Background: an optimization exercise with open tools, aiming at small area, a short achievable clock period and few clock cycles. Do not read the settings as production practice. In this exercise RTL edits were held to simulation tests only and were not proved equivalent to the original. No activity file was given, so power comes from the tool's default toggle rates.

**flow/run.sh**
```bash
#!/bin/bash
set -euo pipefail
MARGIN=6.5
sed -E "s/SETUP_SLACK_MARGIN=[0-9.]+/SETUP_SLACK_MARGIN=${MARGIN}/" standard.sh > standard_tight.sh
grep -q "SETUP_SLACK_MARGIN=${MARGIN}" standard_tight.sh
bash standard_tight.sh > make_flow.log 2>&1
test -f out/final.def
```
**standard.sh**
```bash
#!/bin/bash
# synth_recipe.tcl (not shown) runs the flow's synth.tcl, then flattens the netlist and writes it again
# the make line also repeats each setting of config.mk as NAME=value (left out here)
make -C /OpenROAD-flow-scripts/flow DESIGN_CONFIG=/design/flow/config.mk WORK_HOME=/design/flow/orfs CLKGATE_MAP_FILE= SYNTH_SCRIPT=/design/flow/synth_recipe.tcl "${@:-finish}"
```
**config.mk**
```make
export PLATFORM = sky130hd
export DESIGN_NAME = dcache_top
export DESIGN_NICKNAME = dcache_top
export VERILOG_FILES = /design/flow/design.v
export SDC_FILE = /design/flow/constraint.sdc
export NUM_CORES = 4
export LEC_CHECK = 0
export CAP_MARGIN = 30
export CORE_MARGIN = 2
export CORE_UTILIZATION = 32
export CTS_BUF_LIST = sky130_fd_sc_hd__clkbuf_8
export CTS_CLUSTER_SIZE = 24
export SETUP_SLACK_MARGIN = 5
export SLEW_MARGIN = 40
export TNS_END_PERCENT = 100
```
**constraint.sdc**
```tcl
create_clock -name core_clock -period 10.0 [get_ports {clk_i}]
set_input_delay 2.0000 -clock core_clock [delete_from_list [all_inputs] [get_ports {clk_i}]]
set_output_delay 2.0000 -clock core_clock [all_outputs]
set_load 0.01 [all_outputs]
```
**design.v**
```verilog
package dcache_pkg;
    typedef enum logic [2:0] {
        IDLE,            
        RESP,            
        MISS_WB,         
        MISS_RD,         
        FLUSH_SCAN,      
        FLUSH_WAIT       
    } dc_state_e;
    typedef logic [32-1:0]          word_t;
    typedef logic [128-1:0]     line_t;
    typedef logic [24-1:0]      tag_t;
    typedef logic [4-1:0]      idx_t;
    typedef logic [$clog2(2)-1:0]  way_t;
    typedef logic [32/8-1:0]        be_t;      
endpackage
`timescale 1ns/100ps
module dcache_word_merge (
    input  dcache_pkg::line_t         line_i,      
    input  logic                      fill_i,
    input  logic                      rw_i,
    input  logic [2-1:0]   offset_i,    
    input  dcache_pkg::word_t         wdata_i,
    input  dcache_pkg::be_t           be_i,
    output dcache_pkg::line_t         line_o
);
    always_comb
    begin
        for (int w = 0; w < 4; w++)
            for (int b = 0; b < 32/8; b++)
                line_o[w*32 + b*8 +: 8] =
                    (fill_i && !(rw_i && (offset_i == w[2-1:0]) && be_i[b])) ?
                    line_i[w*32 + b*8 +: 8] : wdata_i[b*8 +: 8];
    end
endmodule
`timescale 1ns/100ps
module dcache_ways (
    input  logic               clk_i,
    input  logic               rst_i,
    input  dcache_pkg::idx_t   ridx_i,
    output dcache_pkg::line_t  rd_line0_o,
    output dcache_pkg::line_t  rd_line1_o,
    input  logic [2*16-1:0] tsel_i,
    output dcache_pkg::tag_t   sel_tag_o,
    output logic [1:0]         rd_valid_o,
    output logic [1:0]         rd_dirty_o,
    output logic [2*16-1:0] dirty_vec_o,
    input  dcache_pkg::tag_t   cmp_tag_i,
    output logic [16-1:0] match0_o,
    output logic [16-1:0] match1_o,
    input  dcache_pkg::idx_t   wr_set_i,
    input  dcache_pkg::way_t   wr_way_i,
    input  logic               fill_we_i,      
    input  dcache_pkg::tag_t   fill_tag_i,
    input  logic               fill_dirty_i,
    input  logic               word_we_i,      
    input  logic [2-1:0] wr_ofs_i,
    input  dcache_pkg::be_t    wr_be_i,
    input  dcache_pkg::line_t  wr_line_i,
    input  logic               clr_we_i,
    input  dcache_pkg::idx_t   clr_set_i,
    input  dcache_pkg::way_t   clr_way_i
);
    dcache_pkg::tag_t   tag0_q  [16];
    dcache_pkg::tag_t   tag1_q  [16];
    dcache_pkg::line_t  data0_q [16];
    dcache_pkg::line_t  data1_q [16];
    logic [16-1:0] valid0_q, valid1_q;
    logic [16-1:0] dirty0_q, dirty1_q;
    assign rd_line0_o  = data0_q[ridx_i];
    assign rd_line1_o  = data1_q[ridx_i];
    always_comb
    begin
        sel_tag_o = '0;
        for (int s = 0; s < 16; s++)
            sel_tag_o = sel_tag_o | ({24{tsel_i[s]}} & tag0_q[s])
                                  | ({24{tsel_i[16+s]}} & tag1_q[s]);
    end
    assign rd_valid_o  = {valid1_q[ridx_i], valid0_q[ridx_i]};
    assign rd_dirty_o  = {dirty1_q[ridx_i], dirty0_q[ridx_i]};
    assign dirty_vec_o = {dirty1_q, dirty0_q};
    always_comb
    begin
        for (int s = 0; s < 16; s++)
        begin
            match0_o[s] = valid0_q[s] && (tag0_q[s] == cmp_tag_i);
            match1_o[s] = valid1_q[s] && (tag1_q[s] == cmp_tag_i);
        end
    end
    logic [4*32/8-1:0] byte_en;
    always_comb
    begin
        for (int w = 0; w < 4; w++)
            for (int b = 0; b < 32/8; b++)
                byte_en[w*(32/8) + b] = fill_we_i ||
                    (word_we_i && (wr_ofs_i == w[2-1:0]) && wr_be_i[b]);
    end
    for (genvar s = 0; s < 16; s++)
    begin : g_set
        logic sel0, sel1;
        assign sel0 = (wr_set_i == s[4-1:0]) && (wr_way_i == 1'b0);
        assign sel1 = (wr_set_i == s[4-1:0]) && (wr_way_i == 1'b1);
        always_ff @(posedge clk_i)
        begin
            if (fill_we_i && sel0)
                tag0_q[s] <= fill_tag_i;
            if (fill_we_i && sel1)
                tag1_q[s] <= fill_tag_i;
            for (int k = 0; k < 4*32/8; k++)
            begin
                if (byte_en[k] && sel0)
                    data0_q[s][8*k +: 8] <= wr_line_i[8*k +: 8];
                if (byte_en[k] && sel1)
                    data1_q[s][8*k +: 8] <= wr_line_i[8*k +: 8];
            end
        end
    end
    always_ff @(posedge clk_i)
    begin
        if (rst_i)
        begin
            valid0_q <= '0;
            valid1_q <= '0;
            dirty0_q <= '0;
            dirty1_q <= '0;
        end
        else
        begin
            if (fill_we_i)
            begin
                if (wr_way_i == 1'b0)
                begin
                    valid0_q[wr_set_i] <= 1'b1;
                    dirty0_q[wr_set_i] <= fill_dirty_i;
                end
                else
                begin
                    valid1_q[wr_set_i] <= 1'b1;
                    dirty1_q[wr_set_i] <= fill_dirty_i;
                end
            end
            if (word_we_i)
            begin
                if (wr_way_i == 1'b0)
                    dirty0_q[wr_set_i] <= 1'b1;
                else
                    dirty1_q[wr_set_i] <= 1'b1;
            end
            if (clr_we_i)
            begin
                if (clr_way_i == 1'b0)
                    dirty0_q[clr_set_i] <= 1'b0;
                else
                    dirty1_q[clr_set_i] <= 1'b0;
            end
        end
    end
endmodule
`timescale 1ns/100ps
module dcache_fifo_repl (
    input  logic              clk_i,
    input  logic              rst_i,
    input  dcache_pkg::idx_t  ridx_i,          
    output dcache_pkg::way_t  victim_way_o,
    output logic [16-1:0] ptr_o,         
    input  dcache_pkg::idx_t  fill_idx_i,
    input  logic              fill_i           
);
    logic [16-1:0] ptr_q;
    assign victim_way_o = ptr_q[ridx_i];
    assign ptr_o        = ptr_q;
    always_ff @(posedge clk_i)
    begin
        if (rst_i)
            ptr_q <= '0;                         
        else if (fill_i)
            ptr_q[fill_idx_i] <= ~ptr_q[fill_idx_i];    
    end
endmodule
`timescale 1ns/100ps
module dcache_ctrl (
    input  logic               clk_i,
    input  logic               rst_i,
    input  logic               p_strobe_i,
    input  logic               p_rw_i,
    input  logic               p_flush_i,
    input  dcache_pkg::word_t  p_addr_i,
    input  dcache_pkg::word_t  p_data_i,
    input  dcache_pkg::be_t    p_be_i,
    output dcache_pkg::word_t  p_data_o,
    output logic               p_ready_o,
    output logic               busy_flushing_o,
    output logic               m_strobe_o,
    output logic               m_rw_o,
    output dcache_pkg::word_t  m_addr_o,
    output dcache_pkg::line_t  m_data_o,
    input  dcache_pkg::line_t  m_data_i,
    input  logic               m_ready_i,
    output dcache_pkg::idx_t   ridx_o,
    input  dcache_pkg::line_t  rd_line0_i,
    input  dcache_pkg::line_t  rd_line1_i,
    output logic [2*16-1:0] tsel_o,
    input  dcache_pkg::tag_t   sel_tag_i,
    input  logic [16-1:0] ptr_i,
    input  logic [1:0]         rd_valid_i,
    input  logic [1:0]         rd_dirty_i,
    input  logic [2*16-1:0] dirty_vec_i,
    input  logic [16-1:0] match0_i,
    input  logic [16-1:0] match1_i,
    input  dcache_pkg::way_t   victim_way_i,
    output dcache_pkg::idx_t   wr_set_o,
    output dcache_pkg::way_t   wr_way_o,
    output logic               fill_we_o,
    output dcache_pkg::tag_t   fill_tag_o,
    output logic               fill_dirty_o,
    output logic               word_we_o,
    output logic [2-1:0] wr_ofs_o,
    output dcache_pkg::be_t    wr_be_o,
    output dcache_pkg::line_t  wr_line_o,
    output logic               clr_we_o,
    output dcache_pkg::idx_t   clr_set_o,
    output dcache_pkg::way_t   clr_way_o
);
    dcache_pkg::dc_state_e state_q, state_d;
    logic                     rw_q;
    dcache_pkg::tag_t         tag_q;
    dcache_pkg::idx_t         idx_q;
    logic [2-1:0]  ofs_q;
    dcache_pkg::word_t        wdata_q;
    dcache_pkg::be_t          be_q;
    dcache_pkg::way_t         way_q;         
    logic                     wr_hit_q;      
    logic                     p_ready_q;
    dcache_pkg::word_t        p_data_q;
    logic                     busy_q;
    logic                     m_strobe_q;
    logic                     m_rw_q;
    dcache_pkg::word_t        m_addr_q;
    dcache_pkg::line_t        m_data_q;
    logic                     idle;
    logic                     req;
    logic                     hit0, hit1, hit;
    logic                     vdirty;
    dcache_pkg::tag_t         req_tag;
    dcache_pkg::idx_t         req_idx;
    logic [2-1:0]  req_ofs;
    dcache_pkg::word_t        rd_word0, rd_word1;
    logic                     fl_any, fl_any_q;
    logic [4:0]    fl_ent, fl_ent_q;    
    logic [2*16-1:0]    fl_hot, fl_hot_q;    
    logic [16-1:0]      req_dec;             
    logic [2*16-1:0]    vd_mask;             
    dcache_pkg::line_t        sel_line;
    dcache_pkg::tag_t         sel_tag;
    logic                     fl_go;         
    assign idle    = (state_q == dcache_pkg::IDLE);
    assign req     = idle && p_strobe_i;
    assign req_tag = p_addr_i[32-1 -: 24];
    assign req_idx = p_addr_i[2+2 +: 4];
    assign req_ofs = p_addr_i[2 +: 2];
    always_comb
    begin
        fl_any = 1'b0;
        fl_ent = '0;
        for (int e = 2*16-1; e >= 0; e--)
            if (dirty_vec_i[e])
            begin
                fl_any = 1'b1;
                fl_ent = e[4:0];
            end
    end
    always_ff @(posedge clk_i)
    begin
        fl_any_q <= fl_any;
        fl_ent_q <= fl_ent;
        fl_hot_q <= fl_hot;
    end
    assign fl_hot = dirty_vec_i & ~(dirty_vec_i - 1'b1);    
    assign req_dec = 16'(1) << req_idx;
    assign vd_mask = {ptr_i, ~ptr_i} & dirty_vec_i;
    assign tsel_o  = idle ? ({req_dec, req_dec} & vd_mask) : fl_hot_q;
    assign ridx_o = idle ? req_idx : fl_ent_q[4-1:0];
    assign hit0   = |(match0_i & (16'(1) << req_idx));
    assign hit1   = |(match1_i & (16'(1) << req_idx));
    assign hit    = hit0 || hit1;
    assign vdirty = |({req_dec, req_dec} & vd_mask);      
    assign rd_word0 = rd_line0_i[req_ofs*32 +: 32];
    assign rd_word1 = rd_line1_i[req_ofs*32 +: 32];
    assign sel_line = (idle ? victim_way_i : fl_ent_q[4]) ? rd_line1_i : rd_line0_i;
    assign sel_tag  = sel_tag_i;
    assign fl_go = (state_q == dcache_pkg::FLUSH_SCAN) ||
                   ((state_q == dcache_pkg::FLUSH_WAIT) && m_ready_i);
    always_comb
    begin
        state_d = state_q;
        case (state_q)
            dcache_pkg::IDLE:
                if (p_strobe_i)
                    state_d = hit ? dcache_pkg::RESP :
                              (vdirty ? dcache_pkg::MISS_WB : dcache_pkg::MISS_RD);
                else if (p_flush_i)
                    state_d = dcache_pkg::FLUSH_SCAN;
            dcache_pkg::RESP:
                state_d = dcache_pkg::IDLE;
            dcache_pkg::MISS_WB:
                if (m_ready_i)
                    state_d = dcache_pkg::MISS_RD;
            dcache_pkg::MISS_RD:
                if (m_ready_i)
                    state_d = dcache_pkg::RESP;
            dcache_pkg::FLUSH_SCAN:
                state_d = fl_any_q ? dcache_pkg::FLUSH_WAIT : dcache_pkg::RESP;
            dcache_pkg::FLUSH_WAIT:
                if (m_ready_i)
                    state_d = fl_any_q ? dcache_pkg::FLUSH_WAIT : dcache_pkg::RESP;
            default:
                state_d = dcache_pkg::IDLE;
        endcase
    end
    always_ff @(posedge clk_i)
    begin
        if (rst_i)
            state_q <= dcache_pkg::IDLE;
        else
            state_q <= state_d;
    end
    always_ff @(posedge clk_i)
    begin
        if (req)
        begin
            rw_q     <= p_rw_i;
            tag_q    <= req_tag;
            idx_q    <= req_idx;
            ofs_q    <= req_ofs;
            wdata_q  <= p_data_i;
            be_q     <= p_be_i;
            way_q    <= hit ? hit1 : victim_way_i;
        end
    end
    always_ff @(posedge clk_i)
    begin
        if (rst_i)
            wr_hit_q <= 1'b0;
        else
            wr_hit_q <= req && hit && p_rw_i;
    end
    always_ff @(posedge clk_i)
    begin
        if (rst_i)
            p_ready_q <= 1'b0;
        else
            p_ready_q <= (req && hit) ||
                         ((state_q == dcache_pkg::MISS_RD) && m_ready_i) ||
                         (fl_go && !fl_any_q);
    end
    always_ff @(posedge clk_i)
    begin
        if (state_q == dcache_pkg::MISS_RD)
            p_data_q <= m_data_i[ofs_q*32 +: 32];
        else
            p_data_q <= hit1 ? rd_word1 : rd_word0;      
    end
    always_ff @(posedge clk_i)
    begin
        if (rst_i)
            busy_q <= 1'b0;
        else if (idle && p_flush_i && !p_strobe_i)
            busy_q <= 1'b1;
        else if (state_q == dcache_pkg::RESP)
            busy_q <= 1'b0;
    end
    assign p_ready_o       = p_ready_q;
    assign p_data_o        = p_data_q;
    assign busy_flushing_o = busy_q;
    always_ff @(posedge clk_i)
    begin
        if (rst_i)
            m_strobe_q <= 1'b0;
        else
            m_strobe_q <= (req && !hit) ||
                          ((state_q == dcache_pkg::MISS_WB) && m_ready_i) ||
                          (fl_go && fl_any_q);
    end
    always_ff @(posedge clk_i)
    begin
        m_data_q <= sel_line;
        if (idle)
        begin
            m_rw_q   <= vdirty;
            m_addr_q <= {sel_tag | ({24{!vdirty}} & req_tag), req_idx, {(2+2){1'b0}}};
        end
        else if (state_q == dcache_pkg::MISS_WB)
        begin
            m_rw_q   <= 1'b0;
            m_addr_q <= {tag_q, idx_q, {(2+2){1'b0}}};
        end
        else
        begin
            m_rw_q   <= 1'b1;
            m_addr_q <= {sel_tag, fl_ent_q[4-1:0], {(2+2){1'b0}}};
        end
    end
    assign m_strobe_o = m_strobe_q;
    assign m_rw_o     = m_rw_q;
    assign m_addr_o   = m_addr_q;
    assign m_data_o   = m_data_q;
    assign fill_we_o    = (state_q == dcache_pkg::MISS_RD) && m_ready_i;
    assign word_we_o    = (state_q == dcache_pkg::RESP) && wr_hit_q;
    assign wr_set_o     = idx_q;
    assign wr_way_o     = way_q;
    assign fill_tag_o   = tag_q;
    assign fill_dirty_o = rw_q;
    assign wr_ofs_o     = ofs_q;
    assign wr_be_o      = be_q;
    assign clr_we_o     = fl_go && fl_any_q;
    assign clr_set_o    = fl_ent_q[4-1:0];
    assign clr_way_o    = fl_ent_q[4];
    dcache_word_merge u_merge (
        .line_i   (m_data_i),
        .fill_i   (state_q == dcache_pkg::MISS_RD),
        .rw_i     (rw_q),
        .offset_i (ofs_q),
        .wdata_i  (wdata_q),
        .be_i     (be_q),
        .line_o   (wr_line_o)
    );
endmodule
`timescale 1ns/100ps
module dcache_top (
    input  logic               clk_i,
    input  logic               rst_i,
    input  logic               p_strobe_i,
    input  logic               p_rw_i,           
    input  logic               p_flush_i,
    input  dcache_pkg::word_t  p_addr_i,
    input  dcache_pkg::word_t  p_data_i,
    input  dcache_pkg::be_t    p_be_i,
    output dcache_pkg::word_t  p_data_o,
    output logic               p_ready_o,
    output logic               busy_flushing_o,
    output logic               m_strobe_o,
    output logic               m_rw_o,           
    output dcache_pkg::word_t  m_addr_o,
    output dcache_pkg::line_t  m_data_o,
    input  dcache_pkg::line_t  m_data_i,
    input  logic               m_ready_i
);
    dcache_pkg::idx_t  ridx;
    dcache_pkg::line_t rd_line0, rd_line1;
    logic [2*16-1:0] tsel;
    dcache_pkg::tag_t  sel_tag;
    logic [16-1:0] ptr;
    logic [1:0]        rd_valid, rd_dirty;
    logic [2*16-1:0] dirty_vec;
    dcache_pkg::way_t  victim_way;
    logic [16-1:0] match0, match1;
    dcache_pkg::idx_t  wr_set;
    dcache_pkg::way_t  wr_way;
    logic              fill_we;
    dcache_pkg::tag_t  fill_tag;
    logic              fill_dirty;
    logic              word_we;
    logic [2-1:0] wr_ofs;
    dcache_pkg::be_t   wr_be;
    dcache_pkg::line_t wr_line;
    logic              clr_we;
    dcache_pkg::idx_t  clr_set;
    dcache_pkg::way_t  clr_way;
    dcache_ctrl u_ctrl (
        .clk_i           (clk_i),
        .rst_i           (rst_i),
        .p_strobe_i      (p_strobe_i),
        .p_rw_i          (p_rw_i),
        .p_flush_i       (p_flush_i),
        .p_addr_i        (p_addr_i),
        .p_data_i        (p_data_i),
        .p_be_i          (p_be_i),
        .p_data_o        (p_data_o),
        .p_ready_o       (p_ready_o),
        .busy_flushing_o (busy_flushing_o),
        .m_strobe_o      (m_strobe_o),
        .m_rw_o          (m_rw_o),
        .m_addr_o        (m_addr_o),
        .m_data_o        (m_data_o),
        .m_data_i        (m_data_i),
        .m_ready_i       (m_ready_i),
        .ridx_o          (ridx),
        .rd_line0_i      (rd_line0),
        .rd_line1_i      (rd_line1),
        .tsel_o          (tsel),
        .sel_tag_i       (sel_tag),
        .ptr_i           (ptr),
        .rd_valid_i      (rd_valid),
        .rd_dirty_i      (rd_dirty),
        .dirty_vec_i     (dirty_vec),
        .match0_i        (match0),
        .match1_i        (match1),
        .victim_way_i    (victim_way),
        .wr_set_o        (wr_set),
        .wr_way_o        (wr_way),
        .fill_we_o       (fill_we),
        .fill_tag_o      (fill_tag),
        .fill_dirty_o    (fill_dirty),
        .word_we_o       (word_we),
        .wr_ofs_o        (wr_ofs),
        .wr_be_o         (wr_be),
        .wr_line_o       (wr_line),
        .clr_we_o        (clr_we),
        .clr_set_o       (clr_set),
        .clr_way_o       (clr_way)
    );
    dcache_ways u_ways (
        .clk_i        (clk_i),
        .rst_i        (rst_i),
        .ridx_i       (ridx),
        .rd_line0_o   (rd_line0),
        .rd_line1_o   (rd_line1),
        .tsel_i       (tsel),
        .sel_tag_o    (sel_tag),
        .rd_valid_o   (rd_valid),
        .rd_dirty_o   (rd_dirty),
        .dirty_vec_o  (dirty_vec),
        .cmp_tag_i    (p_addr_i[32-1 -: 24]),
        .match0_o     (match0),
        .match1_o     (match1),
        .wr_set_i     (wr_set),
        .wr_way_i     (wr_way),
        .fill_we_i    (fill_we),
        .fill_tag_i   (fill_tag),
        .fill_dirty_i (fill_dirty),
        .word_we_i    (word_we),
        .wr_ofs_i     (wr_ofs),
        .wr_be_i      (wr_be),
        .wr_line_i    (wr_line),
        .clr_we_i     (clr_we),
        .clr_set_i    (clr_set),
        .clr_way_i    (clr_way)
    );
    dcache_fifo_repl u_repl (
        .clk_i        (clk_i),
        .rst_i        (rst_i),
        .ridx_i       (ridx),
        .victim_way_o (victim_way),
        .ptr_o        (ptr),
        .fill_idx_i   (wr_set),
        .fill_i       (fill_we)
    );
endmodule
```
==> results of run 1 <==
## Yosys cell counts, drive strengths merged (57+ instances only)
cell type	count	area, µm²
nor2	685	2571
nor4	164	1041
dfxtp	314	6286
nor3	71	360.3
mux2i	209	2146
a21oi	351	1757
a22o	381	3337
nand3	192	960.9
edfxtp	4932	148100
nand4	552	3460
mux4	81	1824
xnor2	440	3854
a221oi	383	3367
o22ai	207	1295
a22oi	1468	11020
xor2	336	2943
mux2	152	1734
clkbuf	398	1494
o21ai	57	285.3
nand2	278	1044
buf	452	2557
## state kept, by name, indices dropped and copies added (netlist names), 2 cells and up
signal,flops
u_ctrl.be_q,4
u_ctrl.tag_q,24
u_ways.tag0_q,384
u_ctrl.fl_ent_q,5
u_ways.dirty0_q,16
u_ways.data0_q,2048
u_ctrl.state_q,3
u_repl.ptr_q,16
u_ctrl.m_data_q,128
u_ways.data1_q,2048
u_ctrl.m_addr_q,28
u_ctrl.ofs_q,2
u_ctrl.fl_hot_q,32
u_ways.dirty1_q,16
u_ctrl.p_data_q,32
u_ways.valid1_q,16
u_ctrl.idx_q,4
u_ctrl.wdata_q,32
u_ways.tag1_q,384
u_ways.valid0_q,16
## what timing repair did
action | 4_1_cts | 5_1_grt
cloned | 100 | 13
buffers inserted | 288 | 101
hold endpoints to repair | 0 | 0
setup endpoints to repair | 9212 | 2344
gates resized for setup | 2601 | 457
pin swaps | 169 | 112
## logic make-up after synthesis
kind of cell,count (synthesis)
and+or+nand+nor,2135
adders and majority gates,8
muxes,442
xor gates and xnor gates,776
buffers and inverters,881
DFF,5246
other,1
AOI/OAI and AO/OA,2980
## per-layer routing
metal / up-vias / part of all wire / track usage
met5: - / 0.00037 / 0
met4: 36 / 0.077 / 0.1768
met3: 2594 / 0.15 / 0.1054
met2: 13330 / 0.42 / 0.4078
met1: 72710 / 0.35 / 0.3606
li1: 53820 / - / -
## through the flow
stage	setup WS (ns)	hold slack, ns
2_1_floorplan	5.427	0.4118
3_5_place_dp	2.296	0.4960
3_3_place_gp	2.031	0.5019
4_1_cts	5.452	0.5125
5_1_grt	5.319	0.5386
6_report	5.269	0.4885
## worst paths after layout
kind	slack (ns)	startpoint	to	cells after the start
max reg2reg	5.50	u_ways.tag1_q[9][20]	u_ctrl.p_data_q[7]	15
min	0.49	u_ways.dirty1_q[2]	u_ctrl.fl_hot_q[18]	2
max	5.27	p_addr_i[6]	u_ctrl.p_data_q[7]	16
min reg2reg	0.49	u_ways.dirty1_q[2]	u_ctrl.fl_hot_q[18]	2
## final cells by class
cell class | count | area [µm²]
antenna | 70 | 175.2
clock buffer | 894 | 12300
sequential | 5246 | 154700
tap | 8407 | 10520
fill | 57520 | 382400
timing repair buffer | 1252 | 16010
inverter | 31 | 116.4
multi-input combinational | 6369 | 56600
clock inverter | 643 | 3527
## worst max-delay path, delay by kind of cell
kind,cells,cell delay (ns)
simple gates,6,2.07
buf+inv,7,0.99
mux,1,0.41
compound gates,2,0.41
## power by group through the flow
stage / logic, mW / registers [mW] / clock network, mW
after CTS: 12.9 / 26.5 / 17.8
after floorplan: 4.37 / 26.5 / 0
after global routing: 14.2 / 26.5 / 18.8
after global placement: 10.4 / 26.8 / 0
final: 14.2 / 26.5 / 17.9
after detailed placement: 10.6 / 26.7 / 0
==> flow_summary.toml, run 1 <==
[synth]
synth_xor_area_frac = 0.03326
syn_area_um2 = 204400
synthMuxAreaShare = 0.02791
synthArstFlopShare = 0
synthAdderAreaFrac = 0.0004898
synth_cell_types = 71
avgSynthCellArea_um2 = 16.39
synth_flop_cell = "edfxtp_1"
synthSimpleGateAreaFrac = 0.05389
yosysSeqAreaShare = 0.7555
synthCells = 12470
yosysWarnings = 8
synth_compound_area_frac = 0.1085
synth_top_family_by_area = "compound AO/OA/AOI/OAI gates"
synth_edf_count = 4932
ys_ff_latch = 5246

[power]
power_density_nw_per_um2 = 230.9
power_frac_comb = 0.243
power.total_mw = 58.64
peakVddDrop_mv = 0.1828
sequentialPowerShare = 0.452
switching_power_mw = 19.42
clkPwrFrac = 0.306
swShare = 0.3311
leakage_nw = 79.77
p_int_mw = 39.23

[timing]
setup_violations = 0
period_needed_ns = 4.731
timing.final.crit_share = 0.4731
maxSlewViolCount = 0
finalSetupTns_ns = 0
relSlewSlack = 0.3329
clock.fmax_ghz = 0.2114
finClkSkew_ns = 0.1851
hold_violations = 0
rsz0062_at_grt = "yes"
tightest_slew_ns = 0.9936

[finish]
final_core_util = 0.3991
fin_cells = 22910
final_cell_mix = "edfxtp_1 (4,932), a22oi_1 (1,449), clkbuf_8 (895)"
stdcell_area_um2 = 254000
final_common_cell = "edfxtp_1"
syn2layout_area_growth_pct = 24.29
drive_gt1_frac = 0.2750
final_nets = 13950

[routing]
avgRoutedWirePerCell_um = 41.95
drtIter0Drc = 28120
postRouteAntennaNets = 0
via_per_inst = 6.219
routed_wl_um = 961100
drc_errors = 0
vias = 142500
first_pass_iters = 9

[clock_tree]
cts_tree = "done"
cts.sinks = 5246
cts.path.max_buffers = 4
clk_pin_slew_ns = 0.06
cts-root-buf = "clkbuf_8"
cts_made_buffers = 837
cts_max_level = 6
ctsHoldBuffers = 0
clock_latency_ns = 1.42

[outcome]
status = "complete, no violations"

[critical_path]
path_common_cell = "buf_12"
cpPeakStageDelay_ns = 0.75
crit_required_ns = 11.22
cp_slowest_cell = "nor4_4"
endpoint_kind = "flip-flop"
crit_path_start_kind = "input pin"
critPathArrivalTime_ns = 5.95
worstSetupPathType = "input pin to flip-flop"
path_cells = "buf_12 -> buf_12 -> and4bb_4 -> nand4_1 -> or4_4 -> nor4_4 -> nor4_2 -> nand4_1 -> buf_6 -> buf_8 -> buf_12 -> buf_4 -> buf_12 -> mux4_2 -> o22ai_1 -> a21o_1"
worstPathMaxFanout = 8

[die]
rows = 293
dieHeight_um = 803.1
start_util = 0.3211
boundaryPins = 398
dieArea_um2 = 645000
core_area_um2 = 636400
die-width_um = 803.1

[hold_path]
hold_class = "flip-flop to flip-flop"

[flow_run]
max-cap-violations = 0

[grt]
grt_max_degree = 93
gr-usage-all-layers = 0.2832
grt_pass1_wl_um = 1237000
grt_overflow = 0
grt_pass1_vias = 130300
antenna_found_initial = 82

[placement]
dpl_cell_area_um2 = 221600
io_buffers = 391
globalplace.congestion = 1.058
dpl.hpwl_um = 570700
dpl.cell_count = 20800
Testbench counts, summed over its fixed seeds: cycles 66,847.
==> run 2: changes to the inputs <==
--- a/design.v
+++ b/design.v
@@ -234,2 +234,4 @@
     dcache_pkg::word_t        p_data_q;
+    dcache_pkg::word_t        p_word0_q, p_word1_q;
+    logic                     p_way_q;
     logic                     busy_q;
@@ -358,6 +360,17 @@
         if (state_q == dcache_pkg::MISS_RD)
-            p_data_q <= m_data_i[ofs_q*32 +: 32];
+        begin
+            p_word0_q <= m_data_i[ofs_q*32 +: 32];
+            p_word1_q <= m_data_i[ofs_q*32 +: 32];
+        end
         else
-            p_data_q <= hit1 ? rd_word1 : rd_word0;      
+        begin
+            p_word0_q <= rd_word0;                   
+            p_word1_q <= rd_word1;
+        end
+    end
+    always_ff @(posedge clk_i)
+    begin
+        p_way_q <= hit1;
     end
+    assign p_data_q = p_way_q ? p_word1_q : p_word0_q;
     always_ff @(posedge clk_i)
--- a/config.mk
+++ b/config.mk
@@ -9,5 +9,3 @@
 export CORE_MARGIN = 2
-export CORE_UTILIZATION = 32
-export CTS_BUF_LIST = sky130_fd_sc_hd__clkbuf_8
-export CTS_CLUSTER_SIZE = 24
+export CORE_UTILIZATION = 40
 export SETUP_SLACK_MARGIN = 5
==> flow_summary.toml, run 2 <==
[grt]
antenna_found_initial = 106
grt_overflow = 0
grt_max_degree = 76
gr-usage-all-layers = 0.3672
grt_pass1_wl_um = 1267000
grt_pass1_vias = 131600

[hold_path]
min_path_cells = 2
hold_class = "flip-flop to flip-flop"

[finish]
nFillCells = 39630
fin_cells = 21370
final_cell_mix = "edfxtp_1 (4,932), a22oi_1 (1,073), xnor2_1 (683)"
final_nets = 14290
stdcell_area_um2 = 269200
syn2layout_area_growth_pct = 32.09
reg_top3 = "u_ways.data0_q (2048), u_ways.data1_q (2048)"
drive_gt1_frac = 0.3352
final_common_cell = "edfxtp_1"

[power]
power.total_mw = 52.46
power_density_nw_per_um2 = 194.9
leakage_nw = 85.53
peakVddDrop_mv = 0.1697

[synth]
synthTopCellsByArea = "edfxtp_1 (73%), a22oi_1 (4.6%), dfxtp_1 (3.4%)"
synth_cell_types = 76
synthCells = 12380
yosysTopAreaCell = "edfxtp_1"
yosysWarnings = 8
synth_flop_cell = "edfxtp_1"
yosysSeqAreaShare = 0.7607
synth.most_common_cell = "edfxtp_1"
synth_top_area_frac = 0.7266
synthArstFlopShare = 0
avgSynthCellArea_um2 = 16.46
syn_area_um2 = 203800
ys_ff_latch = 5279
synth_edf_count = 4932
netlist_top_cells_count = "edfxtp_1 (4,932), a22oi_1 (1,243), nor2_1 (746), xnor2_1 (716), a221oi_1 (537)"

[routing]
first_pass_iters = 7
via_per_inst = 6.896
drc_errors = 0
routed_wl_um = 998700
avgRoutedWirePerCell_um = 46.72
postRouteAntennaNets = 0
drtIter0Drc = 30350
vias = 147400

[timing]
finalSetupTns_ns = 0
maxSlewViolCount = 0
relSlewSlack = 0.2290
finClkSkew_ns = 0.1168
rsz0062_at_grt = "yes"
setup_violations = 0
hold_violations = 0
timing.final.crit_share = 0.4492
tightest_slew_ns = 1.148
clock.fmax_ghz = 0.2226
period_needed_ns = 4.492

[clock_tree]
cts.sinks = 5279
clk_pin_slew_ns = 0.06
cts.path.max_buffers = 4
cts_tree = "done"
clock_latency_ns = 1.15
cts_max_level = 6
cts_made_buffers = 557
cts-root-buf = "clkbuf_16"

[placement]
dpl.hpwl_um = 545500
dpl_cell_area_um2 = 220300
globalplace.congestion = 1.063
io_buffers = 391
dpl.cell_count = 19000

[die]
boundaryPins = 398
core_area_um2 = 508400
rows = 262
dieHeight_um = 717.8
dieArea_um2 = 515300
start_util = 0.4009
die-width_um = 717.8

[critical_path]
endpoint_kind = "flip-flop"
reg2reg_depth = 10
crit_required_ns = 10.92
worstSetupPathType = "input pin to flip-flop"
worstPathMaxFanout = 5
critPathArrivalTime_ns = 5.41
crit_path_start_kind = "input pin"

[outcome]
status = "complete, no violations"

[flow_run]
max-cap-violations = 0
## run 2: changes by cell type after synthesis, moves of 52 or more
cell and delta:
mux2_2 +81, xnor2_1 +276, a21oi_1 -112, a22o_1 +147, nand4_1 -83, mux2i_1 -60
nor4_1 -101, a221oi_1 +156, a22oi_1 -225, buf_1 +52, buf_4 -52, xor2_1 -279
nor2_1 +61, o21ai_1 +66
## run 2: metal layers
metal  track usage  part of all wire  up-vias
met5      0.004808           0.00082        -
met4        0.2904              0.10       48
met3        0.1504              0.16     3508
met2        0.5162              0.41    15090
met1        0.4455              0.33    74490
li1              -                 -    54250
## run 2: path summary, 6_finish.rpt
check,startpoint,endpoint,slack [ns]
setup / recovery,p_addr_i[4],u_ctrl.m_addr_q[17],5.51
hold / removal,u_ways.valid1_q[3],u_ways.valid1_q[3],0.48
setup reg to reg,u_ctrl.state_q[2],u_ctrl.m_addr_q[17],5.78
hold reg to reg,u_ways.valid1_q[3],u_ways.valid1_q[3],0.48
## run 2: where the power goes
group | internal, mW | total, mW | switching [mW]
clock network | 11.5 | 20.8 | 9.33
registers | 24.7 | 24.9 | 0.186
logic | 2.46 | 6.76 | 4.31
## run 2: worst max-delay path: stages
cell and delay, ns:
buf_16 0.14, buf_8 0.14, buf_16 0.13, nand4b_1 0.13, buf_6 0.19, nor2_4 0.04, a32o_4 0.44, buf_6 0.18
a22o_1 0.22, a221oi_4 0.30, nand4_1 0.60, a2111oi_4 0.64, a21oi_4 0.18
## run 2: cell type report
| type | count | area, µm² | area share |
|---|---|---|---|
| Clock buffer | 729 | 14920 | 0.05543 |
| Antenna cell | 101 | 252.7 | 0.0009388 |
| Clock inverter | 289 | 3203 | 0.01190 |
| Timing Repair Buffer | 1959 | 26920 | 0.1000 |
| Tap cell | 6732 | 8423 | 0.03129 |
| Multi-Input combinational cell | 6267 | 60190 | 0.2236 |
| Inverter | 18 | 67.56 | 0.0002510 |
| Sequential cell | 5279 | 155200 | 0.5766 |
## run 2: cell families (layout without fill, tap and decap cells)
family / count (synthesis) / after routing / share of synthesized area
XOR/XNOR: 773 / 773 / 0.03322
AND/OR/NAND/NOR: 2064 / 2066 / 0.05079
other: 1 / 105 / 0.00001840
AO/OA/AOI/OAI: 2964 / 2965 / 0.1108
multiplexers: 419 / 451 / 0.02466
adder cells (fa/ha/maj): 8 / 8 / 0.0004911
flip-flops: 5279 / 5279 / 0.7607
buffers and inverters: 876 / 2995 / 0.01927
## run 2: repair_timing
action	CTS	global route
resized for setup	3233	699
cloned	217	31
hold buffers	0	0
setup endpoints to repair	5904	1766
setup buffers	657	338
pin swaps	540	473
## run 2: through the flow
stage	util	hold slack [ns]	worst slack, ns
floorplan	-	0.3290	6.063
global placement	0.4306	0.4573	2.747
detailed placement	0.4332	0.4622	2.898
CTS	0.5142	0.4820	5.543
global route	0.5292	0.5073	5.569
finish	0.5295	0.4756	5.508
Testbench counts of run 2, summed over its fixed seeds: cycles 66,847.
==> run 3: changes to the inputs <==
--- a/design.v
+++ b/design.v
@@ -235,3 +235,3 @@
     dcache_pkg::word_t        p_word0_q, p_word1_q;
-    logic                     p_way_q;
+    logic [32/8-1:0]    p_way_q;
     logic                     busy_q;
@@ -372,5 +372,12 @@
     begin
-        p_way_q <= hit1;
+        p_way_q[0] <= hit1;
+        p_way_q[1] <= !hit0;
+        p_way_q[2] <= hit1 && !hit0;
+        p_way_q[3] <= hit1 || !hit0;
+    end
+    always_comb
+    begin
+        for (int b = 0; b < 32/8; b++)
+            p_data_q[8*b +: 8] = p_way_q[b] ? p_word1_q[8*b +: 8] : p_word0_q[8*b +: 8];
     end
-    assign p_data_q = p_way_q ? p_word1_q : p_word0_q;
     always_ff @(posedge clk_i)
==> flow_summary.toml, run 3 <==
[hold_path]
hold_class = "flip-flop to flip-flop"
hp-start = "u_ctrl.tag_q[2]"

[grt]
grt_pass1_vias = 130800
antenna_found_initial = 87
grtUsageMet2 = 0.5126
gr-usage-all-layers = 0.3650
grt_overflow = 0
use_met3 = 0.1578
grt_max_degree = 67
gr-usage-met1 = 0.4424
grt.busiest_layer = "met2"
grt_pass1_wl_um = 1248000

[timing]
clock.fmax_ghz = 0.2339
timing.final.crit_share = 0.4275
hold_violations = 0
finalSetupTns_ns = 0
period_needed_ns = 4.275
rsz0062_at_grt = "yes"
finClkSkew_ns = 0.1406
maxSlewViolCount = 0
tightest_slew_ns = 1.113
setup_violations = 0
relSlewSlack = 0.2546

[routing]
drtIter0Drc = 29090
postRouteAntennaNets = 0
drc_errors = 0
vias = 145500
first_pass_iters = 14
via_per_inst = 6.891
avgRoutedWirePerCell_um = 46.71
routed_wl_um = 986600

[power]
clkPwrFrac = 0.385
switching_power_mw = 14.68
peakVddDrop_mv = 0.1942
power_density_nw_per_um2 = 202.3
swShare = 0.2728
leakage_nw = 83.13
p_int_mw = 39.11
sequentialPowerShare = 0.467
power_frac_comb = 0.148

[finish]
final_cell_mix = "edfxtp_1 (4,932), a22oi_1 (1,593), clkbuf_16 (597)"
final_common_cell = "edfxtp_1"
final_core_util = 0.5233
final_nets = 14090
stdcell_area_um2 = 265900
syn2layout_area_growth_pct = 30.61
reg_top3 = "u_ways.data0_q (2048), u_ways.data1_q (2048)"
drive_gt1_frac = 0.3030

[die]
core_area_um2 = 508100
rows = 262
dieHeight_um = 717.4
die-width_um = 717.4
boundaryPins = 398
dieArea_um2 = 514700
start_util = 0.4007

[clock_tree]
clk_pin_slew_ns = 0.06
cts_tree = "done"
cts.path.max_buffers = 4
cts.sinks = 5282
cts_max_level = 6
clock_latency_ns = 1.14
cts-root-buf = "clkbuf_16"
cts_made_buffers = 558

[synth]
yosysWarnings = 8
synth_flop_cell = "edfxtp_1"
synthTopCellsByArea = "edfxtp_1 (73%), a22oi_1 (6.1%), dfxtp_1 (3.4%)"
yosysTopAreaCell = "edfxtp_1"
synth.most_common_cell = "edfxtp_1"
yosysSeqAreaShare = 0.7619
synthArstFlopShare = 0
avgSynthCellArea_um2 = 16.34
synth_edf_count = 4932
synth_cell_types = 71
ys_ff_latch = 5282
synthCells = 12460
synth_top_area_frac = 0.7275
syn_area_um2 = 203600
netlist_top_cells_count = "edfxtp_1 (4,932), a22oi_1 (1,662), nor2_1 (697), xnor2_1 (597), nand4_1 (590)"

[critical_path]
worstPathMaxFanout = 7
r2r-start = "u_ctrl.state_q[1]"
worstSetupPathType = "flip-flop to output port"
critPathArrivalTime_ns = 2.27
endpoint_kind = "output port"
crit_start = "u_ctrl.p_way_q[1]"
crit_required_ns = 8.00
rrSetupSlack_ns = 6.14
crit_path_start_kind = "flip-flop"

[placement]
globalplace.congestion = 1.041
dpl.hpwl_um = 549600
io_buffers = 391
dpl_cell_area_um2 = 220300

[outcome]
status = "complete, no violations"

[flow_run]
max-cap-violations = 0
## run 3: changes by cell type in the layout (fill, tap and decap cells not counted), sizes merged, moves of 119 or more
| cell | change |
|---|---|
| a221oi | -278 |
| nand4 | +122 |
| nand2 | -119 |
| xnor2 | -119 |
| a22oi | +419 |
| buf | -248 |
| xor2 | +119 |
| a22o | -266 |
## run 3: what timing repair did
| action | 4_1_cts | 5_1_grt |
|---|---|---|
| resized for setup | 3159 | 529 |
| setup buffers | 489 | 261 |
| cloned | 187 | 40 |
| pin swaps | 532 | 349 |
| hold buffers | 0 | 0 |
| setup endpoints to repair | 8255 | 2063 |
## run 3: kinds of logic after synthesis
logic type,share of synthesized area
AND/OR/NAND/NOR,0.04918
AO/OA/AOI/OAI,0.1113
other,0.00001842
buffers and inverters,0.01947
adder cells (fa/ha/maj),0.0004917
multiplexers,0.02442
flip-flops,0.7619
XOR/XNOR,0.03326
## run 3: worst max-delay path: stages, from the launching register on
cell and delay [ns]:
dfxtp_4 0.35, buf_12 0.17, mux2_4 0.42, buf_6 0.16
## run 3: routing by layer
layer | share of wire | wire length [µm]
met4 | 0.10 | 99050
met3 | 0.17 | 166000
met2 | 0.41 | 403800
met5 | 0.00079 | 780
met1 | 0.32 | 317000
## run 3: final timing paths
check / end / cells past startpoint
worst max-delay path: p_data_o[14] / 3
worst min-delay path: u_ways.tag1_q[13][2] / 0
worst max register to register: u_ctrl.m_addr_q[23] / 11
worst min register to register: u_ways.tag1_q[13][2] / 0
## run 3: final cells by class
type | instances | area (µm²)
diodes | 46 | 115.1
clock buffers | 722 | 14790
clock inverters | 295 | 3156
fillers | 40010 | 242200
inverters | 34 | 135.1
multi-input cells | 6275 | 59240
flip-flops and latches | 5282 | 155400
well taps | 6732 | 8423
repair buffers | 1733 | 24640
## run 3: metrics by stage
stage | cells | setup slack, ns | total power, mW | hold slack [ns]
6_report | 21120 | 5.725 | 53.79 | 0.4571
5_1_grt | 21080 | 5.758 | 54.42 | 0.4703
4_1_cts | 20760 | 5.710 | 52.67 | 0.4564
3_5_place_dp | 19070 | 3.117 | 30.45 | 0.4389
3_3_place_gp | 19060 | 2.932 | 30.38 | 0.4299
2_1_floorplan | 12460 | 5.994 | 27.45 | 0.4202
## run 3: power by group through the flow
stage | registers, mW | logic, mW | clock network, mW
floorplan | 25.4 | 2.06 | 0
global placement | 25.5 | 4.91 | 0
detailed placement | 25.5 | 4.98 | 0
CTS | 25.1 | 7.03 | 20.6
global route | 25.1 | 7.88 | 21.4
finish | 25.1 | 7.98 | 20.7
Testbench counts of run 3, summed over its fixed seeds: cycles 66,847.
==> run 4: changes to the inputs <==
--- a/config.mk
+++ b/config.mk
@@ -10,2 +10,4 @@
 export CORE_UTILIZATION = 40
+export CTS_BUF_LIST = sky130_fd_sc_hd__clkbuf_8
+export CTS_CLUSTER_SIZE = 24
 export SETUP_SLACK_MARGIN = 5
==> flow_summary.toml, run 4 <==
[outcome]
status = "complete, no violations"

[grt]
grt_pass1_wl_um = 1229000
grt_max_degree = 64
grt_overflow = 0
grt_pass1_vias = 130500
antenna_found_initial = 98
gr-usage-all-layers = 0.3584

[clock_tree]
cts_made_buffers = 833
cts.path.max_buffers = 4
clk_pin_slew_ns = 0.06
cts-root-buf = "clkbuf_8"
cts_max_level = 6
clock_latency_ns = 1.44
cts_tree = "done"
cts.sinks = 5282

[die]
rows = 262
dieArea_um2 = 514700
core_area_um2 = 508100
start_util = 0.4007
die-width_um = 717.4
boundaryPins = 398
dieHeight_um = 717.4

[timing]
rsz0062_at_grt = "yes"
hold_violations = 0
setup_violations = 0
timing.final.crit_share = 0.4547
whs_ns = 0.4589
relSlewSlack = 0.2072
finalSetupTns_ns = 0
maxSlewViolCount = 0
finClkSkew_ns = 0.2501
tightest_slew_ns = 1.185
clock.fmax_ghz = 0.2199
period_needed_ns = 4.547

[routing]
avgRoutedWirePerCell_um = 44.90
postRouteAntennaNets = 0
first_pass_iters = 7
drc_errors = 0
drtIter0Drc = 28160
m1WireLength_um = 316300
top_layer = "met5"
via_per_inst = 6.753
met3WireLength_um = 155400
routed_wl_um = 959700
met2WireLength_um = 396200
vias = 144300

[critical_path]
worstPathMaxFanout = 8
crit_start = "u_ctrl.p_way_q[1]"
cpPeakStageDelay_ns = 0.42
r2r-start = "u_ctrl.state_q[0]"
worstSetupEndpoint = "p_data_o[14]"
worstSetupPathType = "flip-flop to output port"
reg2reg_depth = 12
path_cells = "buf_12 -> mux2_4 -> buf_6"
reg2reg_to = "u_ctrl.m_addr_q[27]"
crit_path_start_kind = "flip-flop"
cp_slowest_cell = "mux2_4"
rrSetupSlack_ns = 6.11
endpoint_kind = "output port"
critPathArrivalTime_ns = 2.55
crit_required_ns = 8.00

[synth]
syn_area_um2 = 203600
yosysSeqAreaShare = 0.7619
synth_cell_types = 71
avgSynthCellArea_um2 = 16.34
synth.most_common_cell = "edfxtp_1"
synthArstFlopShare = 0
synth_top_area_frac = 0.7275
yosysWarnings = 8
synthCells = 12460
synthTopCellsByArea = "edfxtp_1 (73%), a22oi_1 (6.1%), dfxtp_1 (3.4%)"
synth_flop_cell = "edfxtp_1"
synth_edf_count = 4932
yosysTopAreaCell = "edfxtp_1"
netlist_top_cells_count = "edfxtp_1 (4,932), a22oi_1 (1,662), nor2_1 (697), xnor2_1 (597), nand4_1 (590)"
ys_ff_latch = 5282

[power]
peakVddDrop_mv = 0.1795
power_frac_comb = 0.139
power.total_mw = 49.88
swShare = 0.2841
power_density_nw_per_um2 = 193.7
sequentialPowerShare = 0.503
switching_power_mw = 14.17
p_int_mw = 35.71
clkPwrFrac = 0.357
leakage_nw = 81.26

[finish]
fin_cells = 21370
final_nets = 14120
reg_top3 = "u_ways.data0_q (2048), u_ways.data1_q (2048)"
final_cell_mix = "edfxtp_1 (4,932), a22oi_1 (1,567), clkbuf_8 (893)"
syn2layout_area_growth_pct = 26.49
drive_gt1_frac = 0.2921
stdcell_area_um2 = 257500
final_common_cell = "edfxtp_1"

[placement]
io_buffers = 391
dpl.hpwl_um = 549600
dpl.cell_count = 19070
globalplace.congestion = 1.041
dpl_cell_area_um2 = 220300

[hold_path]
hold_class = "flip-flop to flip-flop"

[flow_run]
max-cap-violations = 0
[run 4: cell counts after synthesis]
No cell type changed its count.
[run 4: worst min-delay path by stage]
| stage | slack (ns) | to | cells past startpoint | from |
|---|---|---|---|---|
| 2_1_floorplan | 0.42 | u_ctrl.fl_hot_q[0] | 0 | u_ways.dirty0_q[0] |
| 3_3_place_gp | 0.43 | u_ways.tag1_q[13][2] | 0 | u_ctrl.tag_q[2] |
| 3_5_place_dp | 0.44 | u_ways.tag1_q[13][2] | 0 | u_ctrl.tag_q[2] |
| 4_1_cts | 0.46 | u_ways.tag1_q[13][2] | 0 | u_ctrl.tag_q[2] |
| 5_1_grt | 0.47 | u_ways.tag1_q[13][2] | 0 | u_ctrl.tag_q[2] |
| 6_report | 0.46 | u_ways.tag1_q[13][2] | 0 | u_ctrl.tag_q[2] |
[run 4: per-stage QoR]
step,utilization,worst slack [ns]
2_1_floorplan,-,5.994
3_3_place_gp,0.4319,2.932
3_5_place_dp,0.4335,3.117
4_1_cts,0.4959,5.425
5_1_grt,0.5065,5.493
6_report,0.5068,5.453
[run 4: cell type report]
cell class	count	area, µm²
diodes	66	165.2
clock buffers	892	12280
clock inverters	612	3425
fillers	41270	250600
inverters	34	135.1
multi-input cells	6275	57480
flip-flops and latches	5282	155400
well taps	6732	8423
repair buffers	1480	20200
[run 4: worst max-delay path, delay by kind of cell (launching register included)]
family   cells  cell delay [ns]
buf+inv      2             0.32
flops        1             0.35
mux          1             0.42
[run 4: what timing repair did]
item                       in CTS  in global routing
cloned                        139                 15
pin swaps                     329                432
setup endpoints to repair    6506               1023
setup buffers                 377                193
resized for setup            2603                591
hold buffers                    0                  0
[run 4: cell families after synthesis]
family                   share of synthesized area
flip-flops                                  0.7619
AO/OA/AOI/OAI                               0.1113
AND/OR/NAND/NOR                            0.04918
buffers and inverters                      0.01947
XOR/XNOR                                   0.03326
multiplexers                               0.02442
adder cells (fa/ha/maj)                  0.0004917
other                                   0.00001842
[run 4: per-layer routing]
| layer | global-route usage | vias up |
|---|---|---|
| met1 | 0.4351 | 73060 |
| met2 | 0.5068 | 14060 |
| met4 | 0.2679 | 62 |
| li1 | - | 54000 |
| met5 | 0 | - |
| met3 | 0.1528 | 3154 |
[run 4: power groups by stage]
stage | registers (mW) | clock network [mW] | logic (mW)
after floorplan | 25.4 | 0 | 2.06
final | 25.1 | 17.8 | 6.96
after global placement | 25.5 | 0 | 4.91
after detailed placement | 25.5 | 0 | 4.98
after global routing | 25.1 | 18.6 | 6.89
after CTS | 25.1 | 17.7 | 6.26
==> run 5: changes to the inputs <==
--- a/config.mk
+++ b/config.mk
@@ -9,3 +9,3 @@
 export CORE_MARGIN = 2
-export CORE_UTILIZATION = 40
+export CORE_UTILIZATION = 32
 export CTS_BUF_LIST = sky130_fd_sc_hd__clkbuf_8
@@ -14,2 +14,2 @@
 export SLEW_MARGIN = 40
-export TNS_END_PERCENT = 100
+export TNS_END_PERCENT = 30
==> flow_summary.toml, run 5 <==
[hold_path]
hold_class = "flip-flop to flip-flop"

[synth]
synthCells = 12460
synth.most_common_cell = "edfxtp_1"
synth_edf_count = 4932
ys_ff_latch = 5282
yosysTopAreaCell = "edfxtp_1"
synth_cell_types = 71
synthTopCellsByArea = "edfxtp_1 (73%), a22oi_1 (6.1%), dfxtp_1 (3.4%)"
synth_flop_cell = "edfxtp_1"
yosysSeqAreaShare = 0.7619
avgSynthCellArea_um2 = 16.34
netlist_top_cells_count = "edfxtp_1 (4,932), a22oi_1 (1,662), nor2_1 (697), xnor2_1 (597), nand4_1 (590)"
synthArstFlopShare = 0
syn_area_um2 = 203600
yosysWarnings = 8
synth_top_area_frac = 0.7275

[grt]
grt_pass1_vias = 128100
antenna_found_initial = 81
grt_max_degree = 88
grt_overflow = 0
grt_pass1_wl_um = 1182000
gr-usage-all-layers = 0.2687

[routing]
drc_errors = 0
first_pass_iters = 7
avgRoutedWirePerCell_um = 40.26
vias = 140800
via_per_inst = 6.176
routed_wl_um = 917600
postRouteAntennaNets = 0
drtIter0Drc = 27040

[timing]
rsz0062_at_grt = "yes"
whs_ns = 0.4578
timing.final.crit_share = 0.4563
setup_violations = 0
maxSlewViolCount = 0
relSlewSlack = 0.08031
tightest_slew_ns = 1.370
clock.fmax_ghz = 0.2191
finalSetupTns_ns = 0
setup_slack_ns = 5.437
hold_violations = 0
period_needed_ns = 4.563
finClkSkew_ns = 0.1668

[power]
leakage_nw = 78.08
power_density_nw_per_um2 = 197.1
peakVddDrop_mv = 0.1519
power.total_mw = 49.27

[die]
dieArea_um2 = 642600
start_util = 0.3215
dieHeight_um = 801.6
die-width_um = 801.6
rows = 292
boundaryPins = 398
core_area_um2 = 633200

[critical_path]
cpPeakStageDelay_ns = 0.41
endpoint_kind = "output port"
path_cells = "buf_12 -> buf_6 -> mux2_4 -> buf_6"
crit_path_start_kind = "flip-flop"
cp_slowest_cell = "mux2_4"
worstPathMaxFanout = 6
path_common_cell = "buf_6"
crit_required_ns = 8.00
worstSetupPathType = "flip-flop to output port"
critPathArrivalTime_ns = 2.56

[clock_tree]
cts_tree = "done"
cts_made_buffers = 825
cts_max_level = 6
cts-root-buf = "clkbuf_8"
clock_latency_ns = 1.43
clk_pin_slew_ns = 0.06
cts.sinks = 5282
cts.path.max_buffers = 4

[finish]
final_common_cell = "edfxtp_1"
drive_gt1_frac = 0.2516
reg_top3 = "u_ways.data0_q (2048), u_ways.data1_q (2048)"
final_nets = 13790
syn2layout_area_growth_pct = 22.76
final_cell_mix = "edfxtp_1 (4,932), a22oi_1 (1,653), clkbuf_8 (898)"
final_core_util = 0.3947

[placement]
globalplace.congestion = 1.067
dpl.hpwl_um = 556900
pre_cts_ws_ns = 3.023
io_buffers = 391

[flow_run]
max-cap-violations = 0

[outcome]
status = "complete, no violations"
run 5: cell counts after synthesis:
No cell type changed its count.
run 5: layout make-up:
cell class / instances / area (µm²)
antenna: 153 / 382.9
clock buffer: 898 / 12360
clock inverter: 607 / 3704
fill: 57290 / 383200
inverter: 34 / 133.9
multi-input combinational: 6276 / 52690
sequential: 5282 / 155500
tap: 8379 / 10480
timing repair buffer: 1165 / 14670
run 5: where the power goes:
part           switching (mW)  internal (mW)
Clock                    9.25           8.80
Combinational            4.15           1.82
Sequential              0.432           24.8
Total                    13.8           35.4
run 5: metal layers:
metal	routed length, µm	vias to the layer above	share of wire	GRT usage
li1	-	53350	-	-
met1	311500	71420	0.34	0.3300
met2	381100	13210	0.42	0.3834
met3	142900	2770	0.16	0.1082
met4	81470	41	0.089	0.1907
met5	619	-	0.00067	0.006116
run 5: kinds of logic after synthesis:
logic type	after synthesis	synth area share
flops	5282	0.7619
fa+ha+maj	8	0.0004917
mux	422	0.02442
simple gates	1987	0.04918
other cells	1	0.00001842
buf+inv	907	0.01947
xor+xnor	773	0.03326
compound gates	3077	0.1113
run 5: stage by stage:
stage / instance area (µm²) / cells
floorplan: 205600 / 12460
finish: 249900 / 22790
detailed placement: 221100 / 20710
CTS: 246200 / 22470
global route: 249800 / 22730
global placement: 218900 / 20660
run 5: worst paths after layout:
| path | startpoint | end | slack, ns | cells past startpoint |
|---|---|---|---|---|
| min | u_ctrl.tag_q[2] | u_ways.tag1_q[14][2] | 0.46 | 0 |
| max | u_ctrl.p_way_q[2] | p_data_o[21] | 5.44 | 4 |
| min reg2reg | u_ctrl.tag_q[2] | u_ways.tag1_q[14][2] | 0.46 | 0 |
| max reg2reg | u_ctrl.state_q[2] | u_ways.data0_q[2][8] | 6.24 | 6 |
run 5: timing repair:
item | CTS | global route
pin swaps | 142 | 93
hold endpoints to repair | 0 | 0
endpoints found under the setup margin | 8827 | 5106
resized for setup | 2210 | 304
cloned | 59 | 23
buffers inserted | 193 | 143
hold buffers | 0 | 0
run 5: critical path, delay by kind of cell (launching register included):
kind | cells | cell delay, ns
multiplexers | 1 | 0.41
flip-flops | 1 | 0.38
buffers and inverters | 3 | 0.43

==> afterwards: timing with drivers on the ports <==
In the flow no input, the clock included, has a driving cell. The finished layouts below were timed again as built, in two steps.
Step 1: set_driving_cell puts a clkbuf_16 on clk_i and a buf_2 on each other input, an assumption about the parent block.
Step 2, shift: input delay + t, output delay - t, t = (earliest + latest rising clock arrival at the registers) / 2. This alone moves slack from input paths to output paths.
a / b / c = no drivers / after step 1 / after step 2; a / b = the first two.
| run | t (ns) | setup WS [ns] | hold slack, ns |
|---|---|---|---|
| run 1 | 1.460 | 5.269 / 5.215 / 3.755 | 0.488 / 0.488 / 0.488 |
| run 2 | 1.222 | 5.508 / 5.417 / 4.334 | 0.476 / 0.476 / 0.476 |
| run 3 | 1.185 | 5.725 / 5.611 / 4.706 | 0.457 / 0.457 / 0.457 |
| run 4 | 1.430 | 5.453 / 5.327 / 4.527 | 0.459 / 0.459 / 0.459 |
| run 5 | 1.454 | 5.437 / 5.312 / 4.511 | 0.458 / 0.458 / 0.458 |
After both steps every run listed still meets setup and hold. For run 1, which loses most, drivers alone change the setup slack by -0.054 ns; drivers and shift together by -1.514 ns.
